From an optimization exercise on the open Yosys and OpenROAD flow, aimed at a short achievable clock period and few clock cycles; shortcuts taken in it are not production practice. In this exercise RTL edits were held to simulation tests only and were not proved equivalent to the original. Power and IR drop assume default switching activity.

===== design.v =====
package mipsPkg;
	localparam int dataWidth = 32;
	localparam int addrWidth = 30;	 
	localparam int regAddrWidth = 5;
	localparam int regCount = 32;
	localparam int immWidth = 16;
	typedef enum logic [5:0] {
		opRtype = 6'd0,
		opJ     = 6'd2,
		opBeq   = 6'd4,
		opAddi  = 6'd8,
		opSlti  = 6'd10,
		opAndi  = 6'd12,
		opOri   = 6'd13,
		opLw    = 6'd35,
		opSw    = 6'd43
	} opcodeE;
	typedef enum logic [5:0] {
		fnAdd = 6'd32,
		fnSub = 6'd34,
		fnAnd = 6'd36,
		fnOr  = 6'd37,
		fnXor = 6'd38,
		fnNor = 6'd39,
		fnSlt = 6'd42
	} functE;
	typedef enum logic [3:0] {
		aluAdd,
		aluSub,
		aluAnd,
		aluOr,
		aluXor,
		aluNor,
		aluSlt
	} aluOpE;
	typedef enum logic [1:0] {
		srcReg,
		srcSext,
		srcZext
	} srcBE;
	localparam logic [addrWidth-1:0] resetPc = '0;
	localparam logic [dataWidth-1:0] nopInstr = '0;	 
endpackage
import mipsPkg::*;
module regFile (
	input  logic DCACHE_stall,
	input  logic rst_n,
	input  logic [mipsPkg::regAddrWidth-1:0] rsIdx,
	input  logic [mipsPkg::regAddrWidth-1:0] rtIdx,
	input  logic wbWrite,
	input  logic [mipsPkg::regAddrWidth-1:0] wbIdx,
	input  logic [mipsPkg::dataWidth-1:0] wbData,
	output logic [mipsPkg::dataWidth-1:0] rsData,
	output logic [mipsPkg::dataWidth-1:0] rtData
);
	logic [dataWidth-1:0] regs [regCount];
	always_ff @(posedge DCACHE_stall or negedge rst_n) begin
		if (!rst_n) begin
			for (int i = 0; i < regCount; i++)
				regs[i] <= '0;
		end else if (wbWrite && wbIdx != '0) begin
			regs[wbIdx] <= wbData;
		end
	end
	assign rsData = (rsIdx == '0) ? '0 : regs[rsIdx];
	assign rtData = (rtIdx == '0) ? '0 : regs[rtIdx];
endmodule
import mipsPkg::*;
module mipsPipeline (
	input  logic DCACHE_stall,
	input  logic rst_n,
	output logic icacheRen,
	output logic [mipsPkg::addrWidth-1:0] icacheAddr,
	input  logic [mipsPkg::dataWidth-1:0] icacheRdata,
	input  logic icacheStall,
	output logic dcacheRen,
	output logic dcacheWen,
	output logic [mipsPkg::addrWidth-1:0] dcacheAddr,
	output logic [mipsPkg::dataWidth-1:0] dcacheWdata,
	input  logic [mipsPkg::dataWidth-1:0] dcacheRdata,
	input  logic dcacheHold
);
	logic stall;
	assign stall = icacheStall || dcacheHold;	 
	logic [addrWidth-1:0] pc;		 
	logic dValid;				 
	logic [dataWidth-1:0] ir;
	logic [addrWidth-1:0] dPcp1;
	logic exRegWr, exLoad, exStore, exBeq;	 
	logic [regAddrWidth-1:0] exDest;
	logic [dataWidth-1:0] exA, exB, exSt;
	logic exFwdA, exFwdB, exFwdSt;
	logic exSub, exSlt;			 
	logic [2:0] exSel;			 
	logic [addrWidth-1:0] exTarget;
	logic mRegWr, mLoad, mStore;		 
	logic [regAddrWidth-1:0] mDest;
	logic [dataWidth-1:0] mRes, mSt;
	logic wWr;				 
	logic [regAddrWidth-1:0] wDest;
	logic [dataWidth-1:0] wVal;
	logic [addrWidth-1:0] pcp1, jTarget;
	logic fIsJ, taken, luStall;
	assign icacheRen = 1'b1;
	assign icacheAddr = pc;
	assign pcp1 = pc + 1'b1;
	assign fIsJ = icacheRdata[31:26] == opJ;
	assign jTarget = {pcp1[addrWidth-1:26], icacheRdata[25:0]};
	always_ff @(posedge DCACHE_stall or negedge rst_n) begin
		if (!rst_n) begin
			pc <= resetPc;
			dValid <= 1'b0;
		end else if (!stall) begin
			if (taken) begin
				pc <= exTarget;
				dValid <= 1'b0;
			end else if (!luStall) begin
				pc <= fIsJ ? jTarget : pcp1;
				dValid <= 1'b1;
			end
		end
	end
	always_ff @(posedge DCACHE_stall) begin
		if (!stall && !taken && !luStall) begin
			ir <= icacheRdata;
			dPcp1 <= pcp1;
		end
	end
	logic [5:0] op, fn;
	logic [regAddrWidth-1:0] rs, rt, rd;
	logic isAlu, isImm, isLw, isSw, isBeq;
	logic regWrDec, useImm, zextImm, subDec, sltDec;
	logic [2:0] selDec;
	logic [regAddrWidth-1:0] destDec;
	logic [dataWidth-1:0] rfRs, rfRt, rsVal, rtVal, immVal;
	logic eHitRs, eHitRt, useRs, useRt;
	assign op = ir[31:26];
	assign fn = ir[5:0];
	assign rs = ir[25:21];
	assign rt = ir[20:16];
	assign rd = ir[15:11];
	always_comb begin
		isAlu = 1'b0;
		isImm = 1'b0;
		isLw = 1'b0;
		isSw = 1'b0;
		isBeq = 1'b0;
		subDec = 1'b0;
		sltDec = 1'b0;
		selDec = 3'd0;
		zextImm = 1'b0;
		case (op)
			opRtype: begin
				isAlu = 1'b1;
				case (fn)
					fnAdd: ;
					fnSub: subDec = 1'b1;
					fnAnd: selDec = 3'd1;
					fnOr:  selDec = 3'd2;
					fnXor: selDec = 3'd3;
					fnNor: selDec = 3'd4;
					fnSlt: begin subDec = 1'b1; sltDec = 1'b1; selDec = 3'd5; end
					default: isAlu = 1'b0;
				endcase
			end
			opAddi: isImm = 1'b1;
			opSlti: begin isImm = 1'b1; subDec = 1'b1; sltDec = 1'b1; selDec = 3'd5; end
			opAndi: begin isImm = 1'b1; zextImm = 1'b1; selDec = 3'd1; end
			opOri:  begin isImm = 1'b1; zextImm = 1'b1; selDec = 3'd2; end
			opLw: isLw = 1'b1;
			opSw: isSw = 1'b1;
			opBeq: isBeq = 1'b1;
			default: ;
		endcase
	end
	assign destDec = isAlu ? rd : rt;
	assign regWrDec = dValid && (isAlu || isImm || isLw) && destDec != '0;
	assign useImm = isImm || isLw || isSw;
	assign useRs = isAlu || isImm || isLw || isSw || isBeq;
	assign useRt = isAlu || isSw || isBeq;
	assign immVal = zextImm ? {16'd0, ir[15:0]} : {{16{ir[15]}}, ir[15:0]};
	regFile uRegFile (
		.DCACHE_stall(DCACHE_stall), .rst_n(rst_n), .rsIdx(rs), .rtIdx(rt),
		.wbWrite(wWr), .wbIdx(wDest), .wbData(wVal),
		.rsData(rfRs), .rtData(rfRt)
	);
	function automatic logic [dataWidth-1:0] bypass(input logic [regAddrWidth-1:0] idx,
			input logic [dataWidth-1:0] rf, input logic mWr, input logic [regAddrWidth-1:0] mD,
			input logic mLd, input logic [dataWidth-1:0] mR, input logic [dataWidth-1:0] ld,
			input logic wW, input logic [regAddrWidth-1:0] wD, input logic [dataWidth-1:0] wV);
		if (mWr && mD == idx)
			bypass = mLd ? ld : mR;
		else if (wW && wD == idx)
			bypass = wV;
		else
			bypass = rf;
	endfunction
	assign rsVal = bypass(rs, rfRs, mRegWr, mDest, mLoad, mRes, dcacheRdata, wWr, wDest, wVal);
	assign rtVal = bypass(rt, rfRt, mRegWr, mDest, mLoad, mRes, dcacheRdata, wWr, wDest, wVal);
	assign eHitRs = exRegWr && exDest == rs;
	assign eHitRt = exRegWr && exDest == rt;
	assign luStall = dValid && exLoad && ((useRs && eHitRs) || (useRt && eHitRt));
	always_ff @(posedge DCACHE_stall or negedge rst_n) begin
		if (!rst_n) begin
			exRegWr <= 1'b0;
			exLoad <= 1'b0;
			exStore <= 1'b0;
			exBeq <= 1'b0;
		end else if (!stall) begin
			if (taken || luStall || !dValid) begin
				exRegWr <= 1'b0;
				exLoad <= 1'b0;
				exStore <= 1'b0;
				exBeq <= 1'b0;
			end else begin
				exRegWr <= regWrDec;
				exLoad <= isLw;
				exStore <= isSw;
				exBeq <= isBeq;
			end
		end
	end
	always_ff @(posedge DCACHE_stall) begin
		if (!stall) begin
			exDest <= destDec;
			exA <= rsVal;
			exB <= useImm ? immVal : rtVal;
			exSt <= rtVal;
			exFwdA <= eHitRs;
			exFwdB <= eHitRt && !useImm;
			exFwdSt <= eHitRt;
			exSub <= subDec;
			exSlt <= sltDec;
			exSel <= selDec;
			exTarget <= dPcp1 + {{(addrWidth-immWidth){ir[15]}}, ir[15:0]};
		end
	end
	logic [dataWidth-1:0] opA, opB, opSt, aluOut;
	logic [dataWidth:0] sum;
	assign opA = exFwdA ? mRes : exA;
	assign opB = exFwdB ? mRes : exB;
	assign opSt = exFwdSt ? mRes : exSt;
	assign sum = {1'b0, opA} + {1'b0, opB ^ {dataWidth{exSub}}} + exSub;
	always_comb begin
		case (exSel)
			3'd1: aluOut = opA & opB;
			3'd2: aluOut = opA | opB;
			3'd3: aluOut = opA ^ opB;
			3'd4: aluOut = ~(opA | opB);
			3'd5: aluOut = {{(dataWidth-1){1'b0}}, !sum[dataWidth]};	 
			default: aluOut = sum[dataWidth-1:0];
		endcase
	end
	assign taken = exBeq && opA == opB;
	always_ff @(posedge DCACHE_stall or negedge rst_n) begin
		if (!rst_n) begin
			mRegWr <= 1'b0;
			mLoad <= 1'b0;
			mStore <= 1'b0;
		end else if (!stall) begin
			mRegWr <= exRegWr;
			mLoad <= exLoad;
			mStore <= exStore;
		end
	end
	always_ff @(posedge DCACHE_stall) begin
		if (!stall) begin
			mDest <= exDest;
			mRes <= aluOut;
			mSt <= opSt;
		end
	end
	assign dcacheRen = mLoad;
	assign dcacheWen = mStore;
	assign dcacheAddr = mRes[dataWidth-1:2];	 
	assign dcacheWdata = mSt;
	always_ff @(posedge DCACHE_stall or negedge rst_n) begin
		if (!rst_n)
			wWr <= 1'b0;
		else if (!stall)
			wWr <= mRegWr;
	end
	always_ff @(posedge DCACHE_stall) begin
		if (!stall) begin
			wDest <= mDest;
			wVal <= mLoad ? dcacheRdata : mRes;
		end
	end
endmodule

===== config.mk =====
export PLATFORM = sky130hd
export DESIGN_NAME = mipsPipeline
export DESIGN_NICKNAME = mipsPipeline
export VERILOG_FILES = /design/flow/design.v
export SDC_FILE = /design/flow/constraint.sdc
export NUM_CORES = 4
export LEC_CHECK = 0
export ABC_CLOCK_PERIOD_IN_PS = 2500
export CAP_MARGIN = 20
export CORE_MARGIN = 2
export CORE_UTILIZATION = 30
export PLACE_DENSITY = 0.55
export SETUP_SLACK_MARGIN = 5
export SLEW_MARGIN = 20

===== constraint.sdc =====
create_clock -name core_clock -period 8.0 [get_ports {DCACHE_stall}]
set_input_delay 1.6000 -clock core_clock [delete_from_list [all_inputs] [get_ports {DCACHE_stall}]]
set_output_delay 1.6000 -clock core_clock [all_outputs]
set_load 0.01 [all_outputs]

===== run.sh =====
#!/bin/bash
# synth_recipe.tcl (not shown) runs the flow's synth.tcl, then flattens the netlist and writes it again
# the make line also repeats each setting of config.mk as NAME=value (left out here)
make -C /OpenROAD-flow-scripts/flow DESIGN_CONFIG=/design/flow/config.mk WORK_HOME=/design/flow/orfs CLKGATE_MAP_FILE= SYNTH_SCRIPT=/design/flow/synth_recipe.tcl finish

==> results of run 1 <==
cells in the mapped netlist, types with 6 or more instances:
master,count
dfrtp_1,1031
a22o_1,152
nand2b_1,35
nand4_1,166
o211ai_1,6
nand3b_1,7
o21bai_1,6
buf_1,45
and3_1,16
inv_1,124
or2_2,7
a21oi_1,238
a31oi_1,13
a21o_1,38
xnor2_1,93
clkbuf_1,340
a211oi_1,70
o21ai_0,121
a221oi_1,144
nor3_1,60
nor2_1,244
buf_4,38
a2bb2oi_1,25
mux2i_1,128
o21a_1,7
nor2b_1,17
edfxtp_1,306
nor4_1,34
ha_1,125
nand2_1,173
a22oi_1,555
xor2_1,49
nor3b_1,6
buf_2,110
nand3_1,86
mux2_2,1056
a222oi_1,54
or3_1,7
o21ai_1,6
o221ai_1,11
layout by cell type (no fill, tap or decap), types with 45 or more instances in the layout:
master           synthesis  layout
inv_1                  124     121
a221oi_1               144      59
a22oi_2                  0      69
a222oi_1                54      54
o21ai_0                121      99
clkbuf_16                0     174
buf_16                   0      45
xor2_1                  49      48
a22o_1                 152     149
edfxtp_1               306     306
nand3_1                 86      70
mux2_2                1056    1034
nand2_1                173     149
nand4_1                166     166
a21oi_1                238     155
a211oi_2                 1      54
buf_8                    0      54
xnor2_1                 93      86
dfrtp_1               1031    1003
buf_12                   0     152
a22oi_1                555     486
nor2_1                 244     114
ha_1                   125     103
buf_2                  110      48
buf_6                    4     224
nor2_4                   0     103
mux2i_1                128      83
a221oi_2                 4      82
a21oi_2                  1      78
clkdlybuf4s50_1          0      66
buf_4                   38     503
per-stage QoR:
step	hold slack, ns	cell area, um2
2_1_floorplan	0.439	69600
3_3_place_gp	0.476	74700
3_5_place_dp	0.469	74800
4_1_cts	0.478	89100
5_1_grt	0.528	93700
6_report	0.480	93700
per-layer routing:
layer,up-vias,global-route usage [%]
met5,-,1.41
met4,41,19.5
met3,2084,15.0
met2,6283,39.0
met1,32400,37.1
li1,24000,-
worst max-delay path by stage:
stage / to / depth (start not counted) / start / slack [ns]
finish: pc[29]$_DFFE_PN0P_ / 15 / exFwdB$_DFFE_PN_ / 4.17
detailed placement: pc[29]$_DFFE_PN0P_ / 11 / exFwdB$_DFFE_PN_ / 2.42
global route: pc[29]$_DFFE_PN0P_ / 15 / exFwdB$_DFFE_PN_ / 4.17
floorplan: exA[0]$_DFFE_PN_ / 3 / dcacheHold / 2.10
global placement: pc[12]$_DFFE_PN0P_ / 11 / exFwdB$_DFFE_PN_ / 2.47
CTS: pc[29]$_DFFE_PN0P_ / 15 / exFwdB$_DFFE_PN_ / 4.36
tightest hold or removal path: cells and delay by family (launching register included):
kind | cells | cell delay, ns
flops | 1 | 0.35
simple gates | 2 | 0.10
power by group through the flow:
stage	combinational [mW]	sequential [mW]	clock, mW
2_1_floorplan	1.19	7.79	0
3_3_place_gp	1.95	7.96	0
3_5_place_dp	1.98	7.96	0
4_1_cts	2.60	7.79	6.98
5_1_grt	3.12	7.84	7.29
6_report	3.00	7.82	6.99
area by class of cell:
| cell class | count | area, um2 |
|---|---|---|
| flip-flops and latches | 1337 | 35000 |
| clock buffers | 213 | 4270 |
| repair inverters | 1 | 5.00 |
| multi-input cells | 3860 | 36500 |
| diodes | 22 | 55.1 |
| fillers | 21200 | 136000 |
| repair buffers | 1124 | 13100 |
| inverters | 124 | 477 |
| clock inverters | 53 | 542 |
| well taps | 3026 | 3790 |
timing repair:
item | 4_1_cts | 5_1_grt
resized for setup | 1305 | 479
setup buffers | 497 | 200
setup endpoints to repair | 787 | 801
gates cloned | 53 | 23
pin swaps | 326 | 356
flip-flops by register name (all words and copies together) (netlist names), 3 cells and up:
name / cells
dPcp1: 30
exA: 32
exB: 32
exDest: 5
exSel: 3
exSt: 32
exTarget: 30
ir: 32
mDest: 5
mRes: 32
mSt: 32
pc: 30
uRegFile.regs: 992
wDest: 5
wVal: 32
kinds of logic (layout without fill, tap and decap cells):
logic type | count (synthesis) | after routing
compound gates | 1501 | 1501
xor+xnor | 142 | 142
fa+ha+maj | 127 | 127
buf+inv | 661 | 1515
flops | 1337 | 1337
mux | 1187 | 1187
other cells | 1 | 23
simple gates | 897 | 902
==> run summary, run 1 <==
outcome finished clean; grt ovf 0; met3 WL 61.4 mm; post-synthesis xor/xnor area fraction 1.79%; Die X-Extent 485 um; Final setup viols 0; DR top layer met5; number of buffer and inverter stages on the critical path 8; Die H 485 um; Clock Pin Slew Worst Setup and Hold Paths 0.06 ns; Final Max Tran Viols 0; root buf cell clkbuf_16; Yosys top cell area share 37.2%; slowest CP cell nor4_4; Final nets 6790; die area 0.235 mm2; worst clock skew 0.0437 ns; final setup TNS 0 ns; routed via count 64700; IO Pins 163; I/O Buffers 161; Achievable Freq 261 MHz; Hold Crit Start exStore$_DFFE_PN0N_; share of power burned in registers 43.9%; non-filler cells, final 9760; switching pwr 5.12 mW; min Tclk post-route 3.83 ns; post-route ant nets 0; fin crit share 47.8%; worst reg-to-reg path cell count 15; ys async rst share 77.1%; sw frac 28.8%; Mean Syn Cell Area 11.8 um2; cells after synthesis 5853; worst skew pair latency 0.84 ns; slew margin rel. 18.8%; Power Dens Cells 190 mW/mm2; clk sinks 1337; initial antenna violation count 32; number of enable flip-flop cells after synthesis 306; WS Path Type register to register; largest family of logic cells by synthesized area multiplexers; wire per inst 37.9 um; Clk pwr share 39.3%; Clock Path Buffers 3; Core ar. 0.230 mm2; total CTS buffers 147; largest net degree at the start of global routing 157; critical path, cell by cell buf_6 -> buf_12 -> buf_12 -> mux2i_4 -> ha_4 -> nor4_4 -> nand4_1 -> nor3_4 -> buf_6 -> buf_12 -> clkinvlp_4 -> a21oi_4 -> buf_6 -> buf_12 -> mux2_4; Comb pwr share 16.9%; Yosys cell types 90; row cnt 176; sequential fraction of the synthesis area 50.5%; hold-critical path depth 2; syn nets 6048; Synth Cell Area 0.0693 mm2; P_int 12.7 mW; Detailed Place HPWL 188 mm; critical path's most frequent cell buf_12; WP data required 8.69 ns; H-tree depth 4; Area growth, synth to finish 35.2%; unrepaired setup endpoints after global routing yes; share of layout cells above drive strength 1 46.2%; Top Family by Delay on Critical Path buffers and inverters; hold path endpoint mStore$_DFFE_PN0N_; critical path arrival 4.51 ns; MaxCap Viol Count 0; M1 wire length 134 mm; 1st-pass router iterations 13; final WL 370 mm; slowest stage delay, CP 0.43 ns; DRT iter0 DRCs 13000; Place WS 2.42 ns; Final Hold Fails 0; worst-margin pin slew 1.22 ns; utilization after layout 40.8%; Post-Synth Simple-Gate Area 6.47%; Starting Density 30.2%; Yosys Warn Count 3; met2 wire len 141 mm; Tot Pwr 17.8 mW; Worst Setup Start Kind register; adder-cell share of the synthesized area 2.31%; GRT Total Usage 29.5%; RePlAce Congestion 0.960; top_reg_cell synth dfrtp_1; synth top area cells dfrtp_1, mux2_2, edfxtp_1; largest area contributor in the netlist dfrtp_1; Worst setup EP type register; min-delay worst type register to register; Post-route DRC 0; final worst slack 4.17 ns; DR vias/cell 6.63; origin of the critical flop-to-flop path exFwdB$_DFFE_PN_; IR drop worst, VDD 274 uV; post-synthesis mux area share 19.1%; RR Endpoint pc[29]$_DFFE_PN0P_; Synth Register Bits 1337; vias in the first global route 60900; first-pass GRT wire length 491 mm; reg-to-reg slack, setup 4.17 ns; peak fanout along the critical path 6; Leakage 40.8 nW; # hold bufs at CTS 0; CTS tree done; Placed Cells incl. Taps 8687; post-synthesis compound-gate area fraction 15.9%
Testbench counts, summed over its fixed seeds: cycles 38,515.
==> inputs of run 2 (changes only) <==
--- a/design.v
+++ b/design.v
@@ -45,8 +45,8 @@
 module regFile (
 	input  logic DCACHE_stall,
 	input  logic rst_n,
-	input  logic [mipsPkg::regAddrWidth-1:0] rsIdx,
-	input  logic [mipsPkg::regAddrWidth-1:0] rtIdx,
+	input  logic [mipsPkg::regCount-1:0] rsSel,
+	input  logic [mipsPkg::regCount-1:0] rtSel,
 	input  logic wbWrite,
 	input  logic [mipsPkg::regAddrWidth-1:0] wbIdx,
 	input  logic [mipsPkg::dataWidth-1:0] wbData,
@@ -62,8 +62,14 @@
 			regs[wbIdx] <= wbData;
 		end
 	end
-	assign rsData = (rsIdx == '0) ? '0 : regs[rsIdx];
-	assign rtData = (rtIdx == '0) ? '0 : regs[rtIdx];
+	always_comb begin
+		rsData = '0;
+		rtData = '0;
+		for (int i = 1; i < regCount; i++) begin
+			rsData = rsData | (regs[i] & {dataWidth{rsSel[i]}});
+			rtData = rtData | (regs[i] & {dataWidth{rtSel[i]}});
+		end
+	end
 endmodule
 import mipsPkg::*;
 module mipsPipeline (
@@ -81,16 +87,16 @@
 	input  logic dcacheHold
 );
 	logic stall;
-	assign stall = icacheStall || dcacheHold;	 
 	logic [addrWidth-1:0] pc;		 
 	logic dValid;				 
 	logic [dataWidth-1:0] ir;
 	logic [addrWidth-1:0] dPcp1;
+	logic [regCount-1:0] dRsSel, dRtSel;	 
 	logic exRegWr, exLoad, exStore, exBeq;	 
 	logic [regAddrWidth-1:0] exDest;
 	logic [dataWidth-1:0] exA, exB, exSt;
-	logic exFwdA, exFwdB, exFwdSt;
-	logic exSub, exSlt;			 
+	logic exSub, exSlt;
+	logic [dataWidth-1:0] aluOut;			 
 	logic [2:0] exSel;			 
 	logic [addrWidth-1:0] exTarget;
 	logic mRegWr, mLoad, mStore;		 
@@ -99,6 +105,7 @@
 	logic wWr;				 
 	logic [regAddrWidth-1:0] wDest;
 	logic [dataWidth-1:0] wVal;
+	assign stall = dcacheHold && (mLoad || mStore);
 	logic [addrWidth-1:0] pcp1, jTarget;
 	logic fIsJ, taken, luStall;
 	assign icacheRen = 1'b1;
@@ -115,15 +122,20 @@
 				pc <= exTarget;
 				dValid <= 1'b0;
 			end else if (!luStall) begin
-				pc <= fIsJ ? jTarget : pcp1;
-				dValid <= 1'b1;
+				if (!icacheStall)
+					pc <= fIsJ ? jTarget : pcp1;
+				dValid <= !icacheStall;
 			end
 		end
 	end
 	always_ff @(posedge DCACHE_stall) begin
-		if (!stall && !taken && !luStall) begin
+		if (!stall && !luStall) begin
 			ir <= icacheRdata;
 			dPcp1 <= pcp1;
+			for (int i = 0; i < regCount; i++) begin
+				dRsSel[i] <= icacheRdata[25:21] == 5'(i);
+				dRtSel[i] <= icacheRdata[20:16] == 5'(i);
+			end
 		end
 	end
 	logic [5:0] op, fn;
@@ -180,7 +192,7 @@
 	assign useRt = isAlu || isSw || isBeq;
 	assign immVal = zextImm ? {16'd0, ir[15:0]} : {{16{ir[15]}}, ir[15:0]};
 	regFile uRegFile (
-		.DCACHE_stall(DCACHE_stall), .rst_n(rst_n), .rsIdx(rs), .rtIdx(rt),
+		.DCACHE_stall(DCACHE_stall), .rst_n(rst_n), .rsSel(dRsSel), .rtSel(dRtSel),
 		.wbWrite(wWr), .wbIdx(wDest), .wbData(wVal),
 		.rsData(rfRs), .rtData(rfRt)
 	);
@@ -220,27 +232,46 @@
 			end
 		end
 	end
+	logic [dataWidth-1:0] bNext;
+	assign bNext = useImm ? immVal : rtVal;
 	always_ff @(posedge DCACHE_stall) begin
 		if (!stall) begin
 			exDest <= destDec;
-			exA <= rsVal;
-			exB <= useImm ? immVal : rtVal;
-			exSt <= rtVal;
-			exFwdA <= eHitRs;
-			exFwdB <= eHitRt && !useImm;
-			exFwdSt <= eHitRt;
+			exA <= eHitRs ? aluOut : rsVal;
+			exB <= (eHitRt && !useImm ? aluOut : bNext) ^ {dataWidth{subDec}};
+			exSt <= eHitRt ? aluOut : rtVal;
 			exSub <= subDec;
 			exSlt <= sltDec;
 			exSel <= selDec;
 			exTarget <= dPcp1 + {{(addrWidth-immWidth){ir[15]}}, ir[15:0]};
 		end
 	end
-	logic [dataWidth-1:0] opA, opB, opSt, aluOut;
+	logic [dataWidth-1:0] opA, opB;
 	logic [dataWidth:0] sum;
-	assign opA = exFwdA ? mRes : exA;
-	assign opB = exFwdB ? mRes : exB;
-	assign opSt = exFwdSt ? mRes : exSt;
-	assign sum = {1'b0, opA} + {1'b0, opB ^ {dataWidth{exSub}}} + exSub;
+	assign opA = exA;
+	assign opB = exB;	 
+	logic [dataWidth-1:0] gen [0:5];
+	logic [dataWidth-1:0] prop [0:5];
+	always_comb begin
+		gen[0] = opA & opB;
+		prop[0] = opA ^ opB;
+		gen[0][0] = gen[0][0] | (prop[0][0] & exSub);
+		for (int l = 1; l <= 5; l++) begin
+			for (int i = 0; i < dataWidth; i++) begin
+				if (i >= (1 << (l - 1))) begin
+					gen[l][i] = gen[l-1][i] | (prop[l-1][i] & gen[l-1][i - (1 << (l - 1))]);
+					prop[l][i] = prop[l-1][i] & prop[l-1][i - (1 << (l - 1))];
+				end else begin
+					gen[l][i] = gen[l-1][i];
+					prop[l][i] = prop[l-1][i];
+				end
+			end
+		end
+		sum[0] = prop[0][0] ^ exSub;
+		for (int i = 1; i < dataWidth; i++)
+			sum[i] = prop[0][i] ^ gen[5][i-1];
+		sum[dataWidth] = gen[5][dataWidth-1];
+	end
 	always_comb begin
 		case (exSel)
 			3'd1: aluOut = opA & opB;
@@ -267,7 +298,7 @@
 		if (!stall) begin
 			mDest <= exDest;
 			mRes <= aluOut;
-			mSt <= opSt;
+			mSt <= exSt;
 		end
 	end
 	assign dcacheRen = mLoad;
@@ -277,13 +308,11 @@
 	always_ff @(posedge DCACHE_stall or negedge rst_n) begin
 		if (!rst_n)
 			wWr <= 1'b0;
-		else if (!stall)
-			wWr <= mRegWr;
+		else
+			wWr <= mRegWr && !stall;
 	end
 	always_ff @(posedge DCACHE_stall) begin
-		if (!stall) begin
-			wDest <= mDest;
-			wVal <= mLoad ? dcacheRdata : mRes;
-		end
+		wDest <= mDest;
+		wVal <= mLoad ? dcacheRdata : mRes;
 	end
 endmodule
==> run 2 against run 1 <==
Sequential share of layout area rose by 6.0 points. Critical path type unchanged. Non-clock buffer count fell by 568. Sequential power rose by 4.2%. Still clean. Worst hold slack got worse by 0.071 ns. Clock skew rose by 0.0032 ns. Combinational power fell by 19%. Fmax rose by 8.5%. Area after synthesis rose by 0.78%. Clock power rose by 6.3%.
==> run summary, run 2 <==
wire per inst 36.3 um; die area 0.237 mm2; Final setup viols 0; worst-margin pin slew 1.30 ns; grt ovf 0; min Tclk post-route 3.53 ns; post-route ant nets 0; slew margin rel. 13.2%; peak fanout along the critical path 3; Clock Pin Slew Worst Setup and Hold Paths 0.06 ns; Mean Syn Cell Area 12.1 um2; origin of the critical flop-to-flop path exB[0]$_DFFE_PN_; Worst Setup Start Kind register; vias in the first global route 56600; unrepaired setup endpoints after global routing yes; placed inst area 0.0750 mm2; Final Hold Fails 0; Final Max Tran Viols 0; WP data required 8.57 ns; final setup TNS 0 ns; slowest CP cell edfxtp_1; Leakage 37.2 nW; count leader, synth mux2_2; Commonest cells post-synth mux2_2, dfrtp_1, clkbuf_1; Hold Crit Start exSt[31]$_DFFE_PN_; worst reg-to-reg path cell count 15; utilization after layout 36.2%; 1st-pass router iterations 10; Worst setup EP type register; register with the most flip-flops uRegFile.regs; max reg flops 992; share of power burned in registers 45.2%; number of buffer and inverter stages on the critical path 3; Die X-Extent 487 um; Achievable Freq 284 MHz; hold path endpoint mSt[31]$_DFFE_PN_; Clock Path Buffers 3; hold-critical path depth 0; commonest cells after routing, fill and taps aside mux2_2, dfrtp_1, a22oi_1; routed via count 59500; Detailed Place HPWL 182 mm; min-delay worst type register to register; Yosys top cell area share 36.9%; MaxCap Viol Count 0; root buf cell clkbuf_16; Core ar. 0.232 mm2; Power Dens Cells 214 mW/mm2; Die H 487 um; IR drop worst, VDD 240 uV; Starting Density 30.1%; CTS tree done; sw frac 28.5%; Synth Register Bits 1396; # hold bufs at CTS 0; sequential fraction of the synthesis area 52.1%; share of layout cells above drive strength 1 34.8%; GRT Total Usage 26.8%; Post-route DRC 0; RR Endpoint exB[10]$_DFFE_PN_; syn nets 5947; fin crit share 44.1%; total CTS buffers 155; Yosys Warn Count 5; Yosys cell types 92; largest net degree at the start of global routing 169; Comb pwr share 13.5%; DRT iter0 DRCs 9836; critical path arrival 4.09 ns; DR vias/cell 6.50; Clk pwr share 41.2%; row cnt 177; I/O Buffers 161; first-pass GRT wire length 453 mm; largest area contributor in the netlist dfrtp_1; fin area 0.0840 mm2; worst clock skew 0.0469 ns; Synth Cell Area 0.0699 mm2; reg-to-reg slack, setup 4.47 ns; outcome finished clean; RePlAce Congestion 0.925; top_reg_cell synth dfrtp_1; Area growth, synth to finish 20.2%; slowest stage delay, CP 0.46 ns; worst skew pair latency 0.84 ns; most common cell after layout, fill and taps aside mux2_2; layout filler cell count 22500; final WL 332 mm; synth top area cells dfrtp_1, mux2_2, edfxtp_1; initial antenna violation count 18; cells after synthesis 5782; P_int 12.9 mW; IO Pins 163; switching pwr 5.13 mW; number of enable flip-flop cells after synthesis 328; WS Path Type register to register; ys async rst share 73.9%; clk sinks 1396; Final nets 6129; H-tree depth 4; critical path, cell by cell fa_2 -> inv_2 -> fa_2 -> nor2b_4 -> o31a_1 -> buf_4 -> o31a_1 -> o21ai_2 -> buf_4 -> a21oi_2 -> o21a_1 -> o21ai_2 -> a21oi_2 -> o31ai_1 -> xnor2_1; Top Family by Delay on Critical Path compound AO/OA/AOI/OAI gates
-- run 2: cell types whose count changed in the layout (fill, tap and decap cells not counted), moves of 44 or more --
cell and delta:
buf_8 -45, a221oi_2 -73, mux2i_1 -46, buf_4 -244
a22o_1 +128, a22oi_2 -69, nor2_1 +92, a22oi_1 -131
a21oi_2 -44, a211oi_1 +55, nor2_4 -90, buf_12 -121
buf_6 -104, a221oi_1 +208
-- run 2: area by class of cell --
cell class              count  area (um2)  share of cell area [%]
well taps                3043        3810                    4.53
repair buffers            556        5450                    6.49
clock inverters            59         656                   0.780
repair inverters            1        7.51                 0.00894
flip-flops and latches   1396       36400                    43.4
diodes                     14        35.0                  0.0417
multi-input cells        3742       32700                    38.9
inverters                 112         432                   0.514
clock buffers             230        4530                    5.40
-- run 2: stage by stage --
step           setup WS [ns]  hold slack [ns]  std cells  total power, mW
2_1_floorplan           2.34            0.400       5782             9.25
3_3_place_gp            3.05            0.410       8660             10.3
3_5_place_dp            2.98            0.407       8661             10.3
4_1_cts                 4.51            0.410       9082             17.8
5_1_grt                 4.37            0.430       9139             18.5
6_report                4.47            0.409       9153             18.0
-- run 2: power by group through the flow --
stage	Sequential, mW	Combinational, mW	Clock (mW)
6_report	8.15	2.44	7.43
5_1_grt	8.18	2.55	7.77
4_1_cts	8.13	2.26	7.46
3_5_place_dp	8.30	2.02	0
3_3_place_gp	8.30	2.00	0
2_1_floorplan	8.11	1.14	0
-- run 2: worst max-delay path by stage --
stage                                 from            endpoint  slack (ns)  depth (start not counted)
after global routing      exB[0]$_DFFE_PN_   exB[30]$_DFFE_PN_        4.37                         13
after CTS                 exA[0]$_DFFE_PN_   exB[28]$_DFFE_PN_        4.51                         14
final                     exB[0]$_DFFE_PN_   exB[10]$_DFFE_PN_        4.47                         15
after detailed placement        dcacheHold   mSt[24]$_DFFE_PN_        2.98                          5
after global placement          dcacheHold   mSt[24]$_DFFE_PN_        3.05                          5
after floorplan                 dcacheHold  pc[23]$_DFFE_PN0P_        2.34                          5
-- run 2: cell families (layout without fill, tap and decap cells) --
kind of cell             after synthesis  after routing  share of synthesized area (%)
XOR/XNOR                             134            134                           1.68
adder cells (fa/ha/maj)               97             97                           1.77
other                                  1             15                        0.00537
AND/OR/NAND/NOR                      883            887                           6.23
AO/OA/AOI/OAI                       1539           1539                           17.1
buffers and inverters                648            958                           3.74
multiplexers                        1084           1084                           17.4
flip-flops                          1396           1396                           52.1
-- run 2: timing repair --
item | 4_1_cts | 5_1_grt
pin swaps | 76 | 85
endpoints found under the setup margin | 623 | 205
buffers inserted | 125 | 49
cloned | 7 | 8
resized for setup | 765 | 217
-- run 2: routing by layer --
layer,share of wire [%],vias to the layer above,GRT usage [%]
met3,14,1462,9.71
met5,0.071,-,0.143
met4,7.8,18,16.6
met2,41,5021,38.1
met1,38,30200,34.5
li1,-,22800,-
-- run 2: worst register-to-register path, cell delays in order (launching register included) --
cell and delay (ns):
edfxtp_1 0.46, fa_2 0.42, inv_2 0.07, fa_2 0.23, nor2b_4 0.06, o31a_1 0.30
buf_4 0.17, o31a_1 0.26, o21ai_2 0.19, buf_4 0.15, a21oi_2 0.06, o21a_1 0.18
o21ai_2 0.22, a21oi_2 0.10, o31ai_1 0.29, xnor2_1 0.10
Testbench counts of run 2, summed over its fixed seeds: cycles 38,508.
==> inputs of run 3 (changes only) <==
--- a/design.v
+++ b/design.v
@@ -94,7 +94,7 @@
 	logic [regCount-1:0] dRsSel, dRtSel;	 
 	logic exRegWr, exLoad, exStore, exBeq;	 
 	logic [regAddrWidth-1:0] exDest;
-	logic [dataWidth-1:0] exA, exB, exSt;
+	logic [dataWidth-1:0] exT, exG, exSt;	 
 	logic exSub, exSlt;
 	logic [dataWidth-1:0] aluOut;			 
 	logic [2:0] exSel;			 
@@ -109,25 +109,33 @@
 	logic [addrWidth-1:0] pcp1, jTarget;
 	logic fIsJ, taken, luStall;
 	assign icacheRen = 1'b1;
-	assign icacheAddr = pc;
+	assign icacheAddr = fetchPc;
 	assign pcp1 = pc + 1'b1;
 	assign fIsJ = icacheRdata[31:26] == opJ;
 	assign jTarget = {pcp1[addrWidth-1:26], icacheRdata[25:0]};
+	logic pcHold;
+	logic [addrWidth-1:0] pcNew, fetchPc;
+	assign pcHold = stall || (!taken && (luStall || icacheStall));
+	assign pcNew = taken ? exTarget : fIsJ ? jTarget : pcp1;
 	always_ff @(posedge DCACHE_stall or negedge rst_n) begin
 		if (!rst_n) begin
 			pc <= resetPc;
 			dValid <= 1'b0;
 		end else if (!stall) begin
-			if (taken) begin
-				pc <= exTarget;
+			if (!pcHold)
+				pc <= pcNew;
+			if (taken)
 				dValid <= 1'b0;
-			end else if (!luStall) begin
-				if (!icacheStall)
-					pc <= fIsJ ? jTarget : pcp1;
+			else if (!luStall)
 				dValid <= !icacheStall;
-			end
 		end
 	end
+	always_ff @(posedge DCACHE_stall or negedge rst_n) begin
+		if (!rst_n)
+			fetchPc <= resetPc;
+		else
+			fetchPc <= pcHold ? pc : pcNew;
+	end
 	always_ff @(posedge DCACHE_stall) begin
 		if (!stall && !luStall) begin
 			ir <= icacheRdata;
@@ -200,12 +208,9 @@
 			input logic [dataWidth-1:0] rf, input logic mWr, input logic [regAddrWidth-1:0] mD,
 			input logic mLd, input logic [dataWidth-1:0] mR, input logic [dataWidth-1:0] ld,
 			input logic wW, input logic [regAddrWidth-1:0] wD, input logic [dataWidth-1:0] wV);
-		if (mWr && mD == idx)
-			bypass = mLd ? ld : mR;
-		else if (wW && wD == idx)
-			bypass = wV;
-		else
-			bypass = rf;
+		logic [dataWidth-1:0] early;
+		early = mWr && mD == idx ? (mLd ? ld : mR) : wV;
+		bypass = (mWr && mD == idx) || (wW && wD == idx) ? early : rf;
 	endfunction
 	assign rsVal = bypass(rs, rfRs, mRegWr, mDest, mLoad, mRes, dcacheRdata, wWr, wDest, wVal);
 	assign rtVal = bypass(rt, rfRt, mRegWr, mDest, mLoad, mRes, dcacheRdata, wWr, wDest, wVal);
@@ -234,11 +239,23 @@
 	end
 	logic [dataWidth-1:0] bNext;
 	assign bNext = useImm ? immVal : rtVal;
-	always_ff @(posedge DCACHE_stall) begin
-		if (!stall) begin
+	logic [dataWidth-1:0] aNext, bEff;
+	assign aNext = eHitRs ? aluOut : rsVal;
+	assign bEff = (eHitRt && !useImm ? aluOut : bNext) ^ {dataWidth{subDec}};
+	always_ff @(posedge DCACHE_stall or negedge rst_n) begin
+		if (!rst_n) begin
+			exDest <= '0;
+			exT <= '0;
+			exG <= '0;
+			exSt <= '0;
+			exSub <= 1'b0;
+			exSlt <= 1'b0;
+			exSel <= '0;
+			exTarget <= '0;
+		end else if (!stall) begin
 			exDest <= destDec;
-			exA <= eHitRs ? aluOut : rsVal;
-			exB <= (eHitRt && !useImm ? aluOut : bNext) ^ {dataWidth{subDec}};
+			exT <= aNext | bEff;
+			exG <= aNext & bEff;
 			exSt <= eHitRt ? aluOut : rtVal;
 			exSub <= subDec;
 			exSlt <= sltDec;
@@ -246,15 +263,12 @@
 			exTarget <= dPcp1 + {{(addrWidth-immWidth){ir[15]}}, ir[15:0]};
 		end
 	end
-	logic [dataWidth-1:0] opA, opB;
 	logic [dataWidth:0] sum;
-	assign opA = exA;
-	assign opB = exB;	 
 	logic [dataWidth-1:0] gen [0:5];
 	logic [dataWidth-1:0] prop [0:5];
 	always_comb begin
-		gen[0] = opA & opB;
-		prop[0] = opA ^ opB;
+		gen[0] = exG;
+		prop[0] = exT;	 
 		gen[0][0] = gen[0][0] | (prop[0][0] & exSub);
 		for (int l = 1; l <= 5; l++) begin
 			for (int i = 0; i < dataWidth; i++) begin
@@ -267,22 +281,22 @@
 				end
 			end
 		end
-		sum[0] = prop[0][0] ^ exSub;
+		sum[0] = exT[0] & ~exG[0] ^ exSub;
 		for (int i = 1; i < dataWidth; i++)
-			sum[i] = prop[0][i] ^ gen[5][i-1];
+			sum[i] = (exT[i] & ~exG[i]) ^ gen[5][i-1];
 		sum[dataWidth] = gen[5][dataWidth-1];
 	end
 	always_comb begin
 		case (exSel)
-			3'd1: aluOut = opA & opB;
-			3'd2: aluOut = opA | opB;
-			3'd3: aluOut = opA ^ opB;
-			3'd4: aluOut = ~(opA | opB);
+			3'd1: aluOut = exG;
+			3'd2: aluOut = exT;
+			3'd3: aluOut = exT & ~exG;
+			3'd4: aluOut = ~exT;
 			3'd5: aluOut = {{(dataWidth-1){1'b0}}, !sum[dataWidth]};	 
 			default: aluOut = sum[dataWidth-1:0];
 		endcase
 	end
-	assign taken = exBeq && opA == opB;
+	assign taken = exBeq && exT == exG;
 	always_ff @(posedge DCACHE_stall or negedge rst_n) begin
 		if (!rst_n) begin
 			mRegWr <= 1'b0;
@@ -294,17 +308,37 @@
 			mStore <= exStore;
 		end
 	end
-	always_ff @(posedge DCACHE_stall) begin
-		if (!stall) begin
+	always_ff @(posedge DCACHE_stall or negedge rst_n) begin
+		if (!rst_n) begin
+			mDest <= '0;
+			mRes <= '0;
+			mSt <= '0;
+		end else if (!stall) begin
 			mDest <= exDest;
 			mRes <= aluOut;
 			mSt <= exSt;
 		end
 	end
-	assign dcacheRen = mLoad;
-	assign dcacheWen = mStore;
-	assign dcacheAddr = mRes[dataWidth-1:2];	 
-	assign dcacheWdata = mSt;
+	logic oRen, oWen;
+	logic [addrWidth-1:0] oAddr;
+	logic [dataWidth-1:0] oWdata;
+	always_ff @(posedge DCACHE_stall or negedge rst_n) begin
+		if (!rst_n) begin
+			oRen <= 1'b0;
+			oWen <= 1'b0;
+		end else if (!(dcacheHold && (oRen || oWen))) begin	 
+			oRen <= exLoad;
+			oWen <= exStore;
+		end
+	end
+	always_ff @(posedge DCACHE_stall) begin
+		oAddr <= stall ? mRes[dataWidth-1:2] : aluOut[dataWidth-1:2];	 
+		oWdata <= stall ? mSt : exSt;
+	end
+	assign dcacheRen = oRen;
+	assign dcacheWen = oWen;
+	assign dcacheAddr = oAddr;
+	assign dcacheWdata = oWdata;
 	always_ff @(posedge DCACHE_stall or negedge rst_n) begin
 		if (!rst_n)
 			wWr <= 1'b0;
--- a/config.mk
+++ b/config.mk
@@ -8,7 +8,7 @@
 export ABC_CLOCK_PERIOD_IN_PS = 2500
 export CAP_MARGIN = 20
 export CORE_MARGIN = 2
-export CORE_UTILIZATION = 30
-export PLACE_DENSITY = 0.55
+export CORE_UTILIZATION = 55
+export PLACE_DENSITY = 0.7
 export SETUP_SLACK_MARGIN = 5
 export SLEW_MARGIN = 20
==> run 3 against run 2 <==
Synthesized cell count grew 9.4%. Final area increased by 2.7%. Die area fell by 43%. Critical path type unchanged. Critical endpoint is now exT[17]$_DFFE_PN0N_. Highest routed layer unchanged.
==> run summary, run 3 <==
number of enable flip-flop cells after synthesis 124; die area 0.135 mm2; worst clock skew 0.0358 ns; Top Family by Delay on Critical Path compound AO/OA/AOI/OAI gates; most common cell after layout, fill and taps aside dfrtp_1; post-route ant nets 0; top_reg_cell synth dfrtp_1; Leakage 39.3 nW; Synth Cell Area 0.0726 mm2; Final setup viols 0; Worst Setup Start Kind register; Die X-Extent 367 um; commonest cells after routing, fill and taps aside dfrtp_1, mux2_2, nand2_1; share of layout cells above drive strength 1 31.4%; number of buffer and inverter stages on the critical path 2; WP data required 8.69 ns; WHS 0.454 ns; root buf cell clkbuf_16; slowest CP cell nor3_2; min-delay worst type register to register; initial antenna violation count 15; DR vias/cell 7.74; synth top area cells dfrtp_1, mux2_2, edfxtp_1; Final nets 6619; Final Max Tran Viols 0; share of power burned in registers 46.8%; critical path's most frequent cell a211oi_1; final worst slack 4.77 ns; Yosys Warn Count 5; H-tree depth 4; cells after synthesis 6327; RePlAce Congestion 0.996; clk sinks 1490; row cnt 133; Commonest cells post-synth dfrtp_1, mux2_2, nand2_1; register with the most flip-flops uRegFile.regs; grt ovf 0; critical path arrival 3.92 ns; total CTS buffers 157; 1st-pass router iterations 14; worst skew pair latency 0.83 ns; IR drop worst, VDD 228 uV; Core ar. 0.131 mm2; unrepaired setup endpoints after global routing yes; Die H 367 um; max reg flops 992; Post-route DRC 0; peak fanout along the critical path 19; first-pass GRT wire length 432 mm; count leader, synth dfrtp_1; Clock Pin Slew Worst Setup and Hold Paths 0.06 ns; vias in the first global route 60500; final WL 317 mm; MaxCap Viol Count 0; critical path, cell by cell buf_4 -> buf_6 -> a22o_1 -> a221oi_1 -> nand3_1 -> nor3_2 -> a211oi_1 -> a211oi_1 -> a21oi_1 -> o21ai_0 -> nand2_1; routed via count 64900; Clock Path Buffers 3; Starting Density 55.3%; sw frac 27.6%; worst-margin pin slew 1.23 ns; IO Pins 163; Yosys top cell area share 43.7%; slew margin rel. 17.8%; Detailed Place HPWL 165 mm; CTS tree done; largest net degree at the start of global routing 172; largest area contributor in the netlist dfrtp_1; Final Hold Fails 0; sequential fraction of the synthesis area 51.6%; fin crit share 40.3%; Achievable Freq 310 MHz; fin area 0.0863 mm2; Synth Register Bits 1490; switching pwr 5.05 mW; # hold bufs at CTS 0; Mean Syn Cell Area 11.5 um2; P_int 13.3 mW; slowest stage delay, CP 0.62 ns; DRT iter0 DRCs 14800; Worst setup EP type register; outcome finished clean; placed inst area 0.0759 mm2; wire per inst 37.8 um; Power Dens Cells 212 mW/mm2; Clk pwr share 41.2%; Yosys cell types 82; GRT Total Usage 44.3%; min Tclk post-route 3.23 ns; Place WS 3.59 ns; Comb pwr share 12.0%; I/O Buffers 161; WS Path Type register to register; ys async rst share 85.0%; final setup TNS 0 ns; Area growth, synth to finish 18.9%; syn nets 6458
run 3: kinds of logic after synthesis:
| group | count (synthesis) | share of synthesized area [%] |
|---|---|---|
| buf+inv | 623 | 3.31 |
| compound gates | 1686 | 17.6 |
| flops | 1490 | 51.6 |
| other cells | 1 | 0.00517 |
| simple gates | 1232 | 7.84 |
| fa+ha+maj | 63 | 1.10 |
| mux | 1098 | 16.9 |
| xor+xnor | 134 | 1.62 |
run 3: worst register-to-register path: stages, from the launching register on:
cell	delay, ns
edfxtp_1	0.39
buf_4	0.31
buf_6	0.36
a22o_1	0.24
a221oi_1	0.23
nand3_1	0.17
nor3_2	0.62
a211oi_1	0.19
a211oi_1	0.25
a21oi_1	0.08
o21ai_0	0.19
nand2_1	0.07
run 3: power by group through the flow:
stage	clock [mW]	combinational, mW	sequential (mW)
detailed placement	0	1.88	8.68
CTS	7.52	1.92	8.53
global placement	0	1.84	8.67
finish	7.55	2.19	8.57
global route	7.87	2.29	8.61
floorplan	0	1.14	8.45
run 3: area by class of cell:
type / count / area, um2
Fill cell: 9696 / 44900
Sequential cell: 1490 / 37500
Multi-Input combinational cell: 4215 / 34700
Timing Repair Buffer: 566 / 6390
Clock buffer: 240 / 4750
Tap cell: 1755 / 2200
Clock inverter: 47 / 531
Inverter: 58 / 223
Antenna cell: 20 / 50.0
run 3: worst paths after layout:
| check | from | to | slack, ns | depth (start not counted) |
|---|---|---|---|---|
| setup / recovery | dRsSel[16]$_DFFE_PP_ | exT[17]$_DFFE_PN0N_ | 4.77 | 11 |
| hold / removal | mDest[1]$_DFFE_PN0N_ | wDest[1]$_DFF_P_ | 0.45 | 0 |
| setup reg to reg | dRsSel[16]$_DFFE_PP_ | exT[17]$_DFFE_PN0N_ | 4.77 | 11 |
| hold reg to reg | mDest[1]$_DFFE_PN0N_ | wDest[1]$_DFF_P_ | 0.45 | 0 |
| max in group asynchronous | rst_n | uRegFile.regs[17][2]$_DFFE_PN0P_ | 5.55 | 2 |
| min in group asynchronous | rst_n | uRegFile.regs[17][25]$_DFFE_PN0P_ | 0.73 | 1 |
run 3: per-stage QoR:
stage | instances | util [%] | power (mW)
6_report | 8391 | 65.8 | 18.3
4_1_cts | 8203 | 63.1 | 18.0
2_1_floorplan | 6327 | - | 9.59
3_5_place_dp | 7865 | 57.9 | 10.6
3_3_place_gp | 7865 | 57.9 | 10.5
5_1_grt | 8371 | 65.8 | 18.8
run 3: layer usage:
metal	track usage, %	vias up	wire length [um]
met5	1.18	-	363
met3	21.4	2250	55400
li1	-	24600	-
met1	55.6	31700	107000
met2	59.0	6392	122000
met4	31.8	20	32300
run 3: what timing repair did:
item                                    in CTS  in global routing
resized for setup                          502                432
pin swaps                                   38                147
gates cloned                                 6                 22
setup buffers                               45                146
endpoints found under the setup margin     430                322
Testbench counts of run 3, summed over its fixed seeds: cycles 38,508.
==> inputs of run 4 (changes only) <==
--- a/design.v
+++ b/design.v
@@ -91,6 +91,7 @@
 	logic dValid;				 
 	logic [dataWidth-1:0] ir;
 	logic [addrWidth-1:0] dPcp1;
+	logic [addrWidth-immWidth-1:0] dHiInc, dHiDec;	 
 	logic [regCount-1:0] dRsSel, dRtSel;	 
 	logic exRegWr, exLoad, exStore, exBeq;	 
 	logic [regAddrWidth-1:0] exDest;
@@ -136,10 +137,26 @@
 		else
 			fetchPc <= pcHold ? pc : pcNew;
 	end
-	always_ff @(posedge DCACHE_stall) begin
-		if (!stall && !luStall) begin
+	always_ff @(posedge DCACHE_stall or negedge rst_n) begin
+		if (!rst_n) begin
+			ir <= nopInstr;
+			dPcp1 <= '0;
+			dHiInc <= '0;
+			dHiDec <= '0;
+		end else if (!stall && !luStall) begin
 			ir <= icacheRdata;
 			dPcp1 <= pcp1;
+			dHiInc <= &pc[immWidth-1:0] ? pc[addrWidth-1:immWidth] + 2'd2
+				: pc[addrWidth-1:immWidth] + 2'd1;
+			dHiDec <= &pc[immWidth-1:0] ? pc[addrWidth-1:immWidth]
+				: pc[addrWidth-1:immWidth] - 1'b1;
+		end
+	end
+	always_ff @(posedge DCACHE_stall or negedge rst_n) begin
+		if (!rst_n) begin
+			dRsSel <= '0;
+			dRtSel <= '0;
+		end else if (!stall && !luStall) begin
 			for (int i = 0; i < regCount; i++) begin
 				dRsSel[i] <= icacheRdata[25:21] == 5'(i);
 				dRtSel[i] <= icacheRdata[20:16] == 5'(i);
@@ -216,7 +233,33 @@
 	assign rtVal = bypass(rt, rfRt, mRegWr, mDest, mLoad, mRes, dcacheRdata, wWr, wDest, wVal);
 	assign eHitRs = exRegWr && exDest == rs;
 	assign eHitRt = exRegWr && exDest == rt;
-	assign luStall = dValid && exLoad && ((useRs && eHitRs) || (useRt && eHitRt));
+	logic luStallReg, fUseRs, fUseRt, fHitNext;
+	logic [5:0] fOp, fFn;
+	assign fOp = icacheRdata[31:26];
+	assign fFn = icacheRdata[5:0];
+	always_comb begin
+		fUseRs = 1'b0;
+		fUseRt = 1'b0;
+		case (fOp)
+			opRtype: begin
+				fUseRs = fFn == fnAdd || fFn == fnSub || fFn == fnAnd || fFn == fnOr
+					|| fFn == fnXor || fFn == fnNor || fFn == fnSlt;
+				fUseRt = fUseRs;
+			end
+			opAddi, opSlti, opAndi, opOri, opLw: fUseRs = 1'b1;
+			opSw, opBeq: begin fUseRs = 1'b1; fUseRt = 1'b1; end
+			default: ;
+		endcase
+	end
+	assign fHitNext = (fUseRs && icacheRdata[25:21] == destDec)
+		|| (fUseRt && icacheRdata[20:16] == destDec);
+	always_ff @(posedge DCACHE_stall or negedge rst_n) begin
+		if (!rst_n)
+			luStallReg <= 1'b0;
+		else if (!stall)
+			luStallReg <= !taken && !luStall && isLw && regWrDec && !icacheStall && fHitNext;
+	end
+	assign luStall = luStallReg;
 	always_ff @(posedge DCACHE_stall or negedge rst_n) begin
 		if (!rst_n) begin
 			exRegWr <= 1'b0;
@@ -242,6 +285,12 @@
 	logic [dataWidth-1:0] aNext, bEff;
 	assign aNext = eHitRs ? aluOut : rsVal;
 	assign bEff = (eHitRt && !useImm ? aluOut : bNext) ^ {dataWidth{subDec}};
+	logic [immWidth:0] loSum;
+	logic [addrWidth-1:0] dTarget;
+	assign loSum = {1'b0, dPcp1[immWidth-1:0]} + {1'b0, ir[15:0]};
+	assign dTarget[immWidth-1:0] = loSum[immWidth-1:0];
+	assign dTarget[addrWidth-1:immWidth] = ir[15] == loSum[immWidth]
+		? dPcp1[addrWidth-1:immWidth] : ir[15] ? dHiDec : dHiInc;
 	always_ff @(posedge DCACHE_stall or negedge rst_n) begin
 		if (!rst_n) begin
 			exDest <= '0;
@@ -260,7 +309,7 @@
 			exSub <= subDec;
 			exSlt <= sltDec;
 			exSel <= selDec;
-			exTarget <= dPcp1 + {{(addrWidth-immWidth){ir[15]}}, ir[15:0]};
+			exTarget <= dTarget;
 		end
 	end
 	logic [dataWidth:0] sum;
@@ -286,15 +335,18 @@
 			sum[i] = (exT[i] & ~exG[i]) ^ gen[5][i-1];
 		sum[dataWidth] = gen[5][dataWidth-1];
 	end
+	logic [dataWidth-1:0] logicOut;
 	always_comb begin
 		case (exSel)
-			3'd1: aluOut = exG;
-			3'd2: aluOut = exT;
-			3'd3: aluOut = exT & ~exG;
-			3'd4: aluOut = ~exT;
-			3'd5: aluOut = {{(dataWidth-1){1'b0}}, !sum[dataWidth]};	 
-			default: aluOut = sum[dataWidth-1:0];
+			3'd1: logicOut = exG;
+			3'd2: logicOut = exT;
+			3'd3: logicOut = exT & ~exG;
+			3'd4: logicOut = ~exT;
+			default: logicOut = '0;
 		endcase
+		aluOut = exSel == 3'd0 ? sum[dataWidth-1:0] : logicOut;
+		if (exSel == 3'd5)
+			aluOut[0] = !sum[dataWidth];	 
 	end
 	assign taken = exBeq && exT == exG;
 	always_ff @(posedge DCACHE_stall or negedge rst_n) begin
--- a/config.mk
+++ b/config.mk
@@ -8,7 +8,7 @@
 export ABC_CLOCK_PERIOD_IN_PS = 2500
 export CAP_MARGIN = 20
 export CORE_MARGIN = 2
-export CORE_UTILIZATION = 55
-export PLACE_DENSITY = 0.7
+export CORE_UTILIZATION = 40
+export PLACE_DENSITY = 0.6
 export SETUP_SLACK_MARGIN = 5
 export SLEW_MARGIN = 20
==> run 4 against run 3 <==
Still clean on timing, DRC and antenna. Critical path depth unchanged. Sequential share of layout area fell by 1.3 points. Clock skew grew 0.020 ns. Flip-flop and latch count is 28 higher. Die area grew 41%. Combinational power down 15%. Cell count increased by 13%. Core utilization is 17 points lower. Wire length grew 12%. Largest power group unchanged. Highest routed layer unchanged.
==> run summary, run 4 <==
Clock Path Buffers 3; min Tclk post-route 3.24 ns; share of layout cells above drive strength 1 32.7%; WS Path Type register to register; worst clock skew 0.0554 ns; initial antenna violation count 16; number of enable flip-flop cells after synthesis 0; total CTS buffers 166; RePlAce Congestion 0.966; Detailed Place HPWL 202 mm; Top Family by Delay on Critical Path simple AND/OR/NAND/NOR gates; Post-route DRC 0; register area 0.0377 mm2; synth top area cells dfrtp_1, mux2_2, a22o_1; worst skew pair latency 0.88 ns; Starting Density 40.3%; syn nets 6884; Die H 436 um; clk sinks 1518; Core ar. 0.186 mm2; Synth Cell Area 0.0748 mm2; layout filler cell count 16600; slew margin rel. 15.7%; CTS tree done; critical path's most frequent cell a22o_1; hold-critical path depth 2; fin area 0.0897 mm2; routed via count 67000; top_reg_cell synth dfrtp_1; cells after synthesis 6761; Mean Syn Cell Area 11.1 um2; WP data required 8.73 ns; commonest cells after routing, fill and taps aside dfrtp_1, mux2_2, nand2_1; fin crit share 40.5%; outcome finished clean; slowest CP cell nand4_1; final setup TNS 0 ns; area of the multi-input gates 0.0369 mm2; IR drop worst, VDD 182 uV; first-pass GRT wire length 492 mm; grt ovf 0; Die X-Extent 436 um; number of buffer and inverter stages on the critical path 1; reg-to-reg slack, setup 4.76 ns; root buf cell clkbuf_16; largest area contributor in the netlist dfrtp_1; Hold Crit Start mSt[26]$_DFF_PN0_; Final setup viols 0; Power Dens Cells 209 mW/mm2; worst-margin pin slew 1.26 ns; largest net degree at the start of global routing 179; Final Hold Fails 0; RR Endpoint exG[7]$_DFFE_PN0N_; final WL 356 mm; sequential fraction of the synthesis area 50.1%; H-tree depth 4; hold path endpoint mSt[26]$_DFF_PN0_; critical path, cell by cell buf_8 -> a22o_1 -> a221oi_1 -> nand4_1 -> nor3_2 -> nor3_4 -> a211oi_2 -> a21oi_2 -> mux2i_1 -> xor2_1 -> a22o_1; register with the most flip-flops uRegFile.regs; Area growth, synth to finish 20.0%; Worst setup EP type register; Worst Setup Start Kind register; I/O Buffers 161; worst reg-to-reg path cell count 11; die area 0.190 mm2; critical path arrival 3.97 ns; Clock Pin Slew Worst Setup and Hold Paths 0.06 ns; Final nets 6995; MaxCap Viol Count 0; max reg flops 992; IO Pins 163; vias in the first global route 64000; row cnt 158; Final Max Tran Viols 0; post-route ant nets 0; unrepaired setup endpoints after global routing yes; DR vias/cell 7.06; wire per inst 37.5 um; Leakage 40.2 nW; ys async rst share 93.5%; Achievable Freq 308 MHz; 1st-pass router iterations 12; slowest stage delay, CP 0.53 ns; Yosys Warn Count 5; Yosys top cell area share 47.5%; Commonest cells post-synth dfrtp_1, mux2_2, nand2_1; Yosys cell types 100; count leader, synth dfrtp_1; min-delay worst type register to register; DRT iter0 DRCs 11600; most common cell after layout, fill and taps aside dfrtp_1; GRT Total Usage 36.0%; origin of the critical flop-to-flop path dRtSel[27]$_DFFE_PN0P_; placed inst area 0.0790 mm2; peak fanout along the critical path 19; Synth Register Bits 1518
run 4: repair_timing:
action / in CTS / in global routing
hold buffers: 0 / 0
endpoints found under the setup margin: 543 / 393
pin swaps: 56 / 170
gates cloned: 7 / 10
resized for setup: 760 / 365
setup buffers: 103 / 100
run 4: layout make-up:
cell class / instances / area share (%)
flip-flops and latches: 1518 / 42.1
multi-input cells: 4558 / 41.2
repair buffers: 557 / 6.50
clock buffers: 243 / 5.44
well taps: 2480 / 3.46
clock inverters: 67 / 1.03
inverters: 71 / 0.297
diodes: 8 / 0.0223
run 4: logic make-up after synthesis:
group / after synthesis / synth area share [%]
mux: 1109 / 16.6
xor+xnor: 153 / 1.79
other cells: 1 / 0.00502
buf+inv: 691 / 3.55
compound gates: 1839 / 18.5
fa+ha+maj: 55 / 0.930
flops: 1518 / 50.1
simple gates: 1395 / 8.45
run 4: worst min-delay path, delay by kind of cell (launching register included):
| family | cells | cell delay (ns) |
|---|---|---|
| flip-flops | 1 | 0.32 |
| AND/OR/NAND/NOR | 2 | 0.10 |
run 4: where the power goes:
| part | total, mW | leakage [nW] | internal [mW] | switching [mW] |
|---|---|---|---|---|
| clock | 8.23 | 2.85 | 4.78 | 3.45 |
| sequential | 8.62 | 20.1 | 8.05 | 0.572 |
| combinational | 1.87 | 17.3 | 0.694 | 1.17 |
| total | 18.7 | 40.2 | 13.5 | 5.19 |
run 4: routing by layer:
layer  part of all wire (%)  global-route usage, %  vias up
li1                       -                      -    25800
met3                     14                   14.6     1972
met1                     36                   44.6    33500
met4                    9.8                   26.6       22
met5                   0.10                  0.428        -
met2                     40                   50.0     5668
run 4: metrics by stage:
step	util (%)	hold slack (ns)	worst slack [ns]	power [mW]	instances
finish	48.3	0.459	4.76	18.7	9502
global route	48.3	0.474	4.71	19.2	9496
CTS	46.9	0.456	4.87	18.6	9384
detailed placement	42.5	0.443	3.58	10.4	8964
global placement	42.5	0.442	3.58	10.3	8960
floorplan	-	0.421	5.01	9.43	6761
run 4: how the worst max path moves through the flow:
stage	startpoint	end	slack (ns)	cells after the start
2_1_floorplan	dcacheRdata[29]	exG[29]$_DFFE_PN0N_	5.01	8
3_3_place_gp	dcacheHold	dHiDec[0]$_DFFE_PN0P_	3.58	6
3_5_place_dp	dcacheHold	dHiDec[6]$_DFFE_PN0P_	3.58	5
4_1_cts	dRtSel[14]$_DFFE_PN0P_	exG[29]$_DFFE_PN0N_	4.87	12
5_1_grt	dRtSel[7]$_DFFE_PN0P_	exG[7]$_DFFE_PN0N_	4.71	11
6_report	dRtSel[27]$_DFFE_PN0P_	exG[7]$_DFFE_PN0N_	4.76	11
Testbench counts of run 4, summed over its fixed seeds: cycles 38,508.

afterwards: timing with drivers on the ports:
No port has a modelled driver above. Below, the same layouts with a new extraction and two added sets of constraints. Step 1 (the two cells are an assumption about what drives the block):
set clk [get_ports {DCACHE_stall}]
set_driving_cell -lib_cell sky130_fd_sc_hd__clkbuf_16 $clk
set_driving_cell -lib_cell sky130_fd_sc_hd__buf_2 [delete_from_list [all_inputs] $clk]
Step 2 also shifts input and output timing later by t, the mid clock arrival at the registers, as if the neighbouring blocks saw the same clock. Slacks: no drivers / after step 1 / after step 2; pairs: no drivers / after step 1.
| run | t, ns | slack for setup (ns) | clock arrival spread, ns |
|---|---|---|---|
| run 1 | 0.913 | 4.175 / 4.175 / 4.175 | 0.055 / 0.055 |
| run 2 | 0.894 | 4.474 / 4.474 / 4.256 | 0.048 / 0.048 |
| run 3 | 0.895 | 4.773 / 4.773 / 4.257 | 0.044 / 0.044 |
| run 4 | 0.946 | 4.757 / 4.757 / 4.148 | 0.057 / 0.058 |
After both steps every run listed still meets setup and hold. For run 4, which loses most, drivers alone change the setup slack by 0.000 ns; drivers and shift together by -0.609 ns.
